What follows belongs to an exercise in optimizing a design on an open flow for small area, a short achievable clock period and few clock cycles per item; a production flow would make more cautious choices.
The RTL was checked by simulation tests, not by an equivalence proof against the original design.

## poly_actor
module poly_actor
(
    input  logic                            clk,
    input  logic                            rst,
    input  logic                            cmd_req,
    input  poly_pkg::cmd_word_t             cmd_data,
    output logic                            cmd_ack,
    input  logic                            data_req,
    input  logic [poly_pkg::word_size-1:0]  data_in,
    output logic                            data_ack,
    output logic                            out_req,
    output poly_pkg::out_token_t            out_token,
    input  logic                            out_ack
);
Settings: LEC_CHECK=0, ABC_CLOCK_PERIOD_IN_PS=3500, CAP_MARGIN=30, CORE_MARGIN=2, CORE_UTILIZATION=35, PLACE_DENSITY=0.45, SETUP_SLACK_MARGIN=5, SLEW_MARGIN=40, SYNTH_MEMORY_MAX_BITS=8192; clock period 8.5 ns.
run.sh (not shown) runs the stock make flow with config.mk's settings and CLKGATE_MAP_FILE= SYNTH_SCRIPT=/design/flow/synth_recipe.tcl, a recipe that flattens the netlist after the stock synthesis.
The first run produced a clean layout.
Testbench counts at the start, summed over its fixed seeds: cycles 11,494, items 3,097.
Edit:
--- a/flow/design.v
+++ b/flow/design.v
@@ -662,18 +662,19 @@
     logic [4:0] new_n;
     logic [lw:0] new_cnt;
     logic [lw:0] eng_cnt;
     logic [lw:0] cpy_cnt;
     logic [4:0] mcnt;
     logic [4:0] ib;          
     logic z1;                
     logic z2;                
     logic finn;              
+    logic f2;                
     logic n0;                
     logic [1:0] fq;          
     logic [w-1:0] acc [lanes];
     logic [1:0] fst [lanes];
     logic [w-1:0] sq_a;
     logic [lw-1:0] sq_i;
     logic [lw-1:0] sq_j;
     logic sq_v;
     logic sq_w;
@@ -865,18 +866,19 @@
             grp_mask <= '0;
             new_n <= '0;
             new_cnt <= '0;
             eng_cnt <= '0;
             cpy_cnt <= '0;
             mcnt <= '0;
             ib <= '0;
             z1 <= 1'b0;
             z2 <= 1'b0;
+            f2 <= 1'b0;
             n0 <= 1'b0;
             fq <= '0;
             sel_tap <= '0;
         end
         else
         begin
             pd <= {pd[0], launch};
             pdb <= launch || pd[0];
             if (launch)
@@ -902,18 +904,19 @@
             begin
                 mcnt <= mcnt - 5'd1;
                 if (mcnt == '0)
                     act <= a_fin;
             end
             else
                 act <= a_idle;
             z1 <= pd[1];
             z2 <= z1;
+            f2 <= act == a_fin;
             if (pd[1])
                 n0 <= new_n == '0;
         end
     end
     function automatic logic [w-1:0] ks_add(input logic [w-1:0] a, input logic [w-1:0] b);
         logic [w-1:0] g;
         logic [w-1:0] p;
         logic [w-1:0] gg;
         logic [w-1:0] pp;
@@ -940,70 +943,70 @@
             end
             gg = gn;
             pp = pn;
         end
         ks_add = p ^ {gg[w-2:0], 1'b0};
     endfunction
     for (genvar i = 0; i < lanes; i++)
     begin : g_lane
         logic [w-1:0] x;
+        logic [w-1:0] x2;
         logic [w-1:0] m;
         logic [4:0] ln;
         logic [2:0] lsl;
         logic [1:0] lst;
         logic [w-1:0] lc;
         logic [w-1:0] t0;
         logic [w-1:0] t1;
         logic [w-1:0] t2;
         logic [w-1:0] r0;
         logic [w-1:0] r1;
         logic [w-1:0] r2;
         logic [w-1:0] e;
-        logic [w-1:0] sum2;
         logic [w-1:0] u0;
         logic [w-1:0] u1;
         logic [w-1:0] v0;
         logic [w-1:0] v1;
-        assign sum2 = ks_add(v0, v1);
+        assign e = f2 ? acc[i] : '0;
         assign u0 = r0 ^ r1 ^ r2;
         assign u1 = {(r0[w-2:0] & r1[w-2:0]) | (r0[w-2:0] & r2[w-2:0]) | (r1[w-2:0] & r2[w-2:0]), 1'b0};
         assign v0 = u0 ^ u1 ^ e;
         assign v1 = {(u0[w-2:0] & u1[w-2:0]) | (u0[w-2:0] & e[w-2:0]) | (u1[w-2:0] & e[w-2:0]), 1'b0};
         mac_csa csa_i
         (
             .a(acc[i]), .m(m), .c1(lc), .s0(t0), .s1(t1), .s2(t2)
         );
         always_ff @(posedge clk)
         begin
             if (pd[0])
             begin
                 ln <= tn[i];
                 lsl <= tsl[i];
             end
             if (pd[1])
             begin
                 x <= x_next[i];
+                x2 <= x2_next[i];
                 lst <= tst[i];
             end
             if (pd[1])
                 m <= '0;
             else if (finn)
                 m <= n0 ? '0 : x;
             else if (z2)
-                m <= x2_next[i];     
+                m <= x2;
             if (act == a_fin)
                 fst[i] <= lst;
             lc <= finn || ib > ln ? '0 : sv[lsl*w +: w];
             r0 <= t0;
             r1 <= t1;
             r2 <= t2;
-            acc[i] <= sum2;
-            e <= act == a_fin ? sum2 : '0;
+            acc[i] <= ks_add(v0, v1);
         end
     end
     always_ff @(posedge clk or negedge rst)
     begin
         if (!rst)
         begin
             res_cnt[0] <= '0;
             res_cnt[1] <= '0;
             res_ptr <= '0;
Effect: The new run went through all stages and came out clean. Utilization hardly moves. Via count came out lower slightly. Global-route usage goes down by 0.15 points. Die area increases slightly. Clock skew fell by 0.045 ns. Final cell count stays flat.
Testbench counts after the change, summed over its fixed seeds: cycles 11,494, items 3,097.

## port drivers added, routing unchanged
The flow's constraints put no driver on any port. The routed layouts listed below were extracted and timed again, unchanged, in two steps. Step 1 (the two cells are an assumption about what drives the block):
set clk [get_ports {clk}]
set_driving_cell -lib_cell sky130_fd_sc_hd__clkbuf_16 $clk
set_driving_cell -lib_cell sky130_fd_sc_hd__buf_2 [delete_from_list [all_inputs] $clk]
Step 2, shift: input delay + t, output delay - t, t = (earliest + latest rising clock arrival at the registers) / 2. This alone moves slack from input paths to output paths. Three values: ideal, step 1, step 2; two values: the first two.
run	t, ns	slack for setup (ns)	hold WS [ns]	cell pins on the clock port's net
the first run	1.206	4.938 / 4.813 / 4.580	0.277 / 0.277 / 0.277	1
the second run	1.244	4.994 / 4.994 / 4.652	0.292 / 0.292 / 0.292	1
After both steps every run listed still meets setup and hold. For the first run, which loses most, drivers alone change the setup slack by -0.125 ns; drivers and shift together by -0.358 ns.
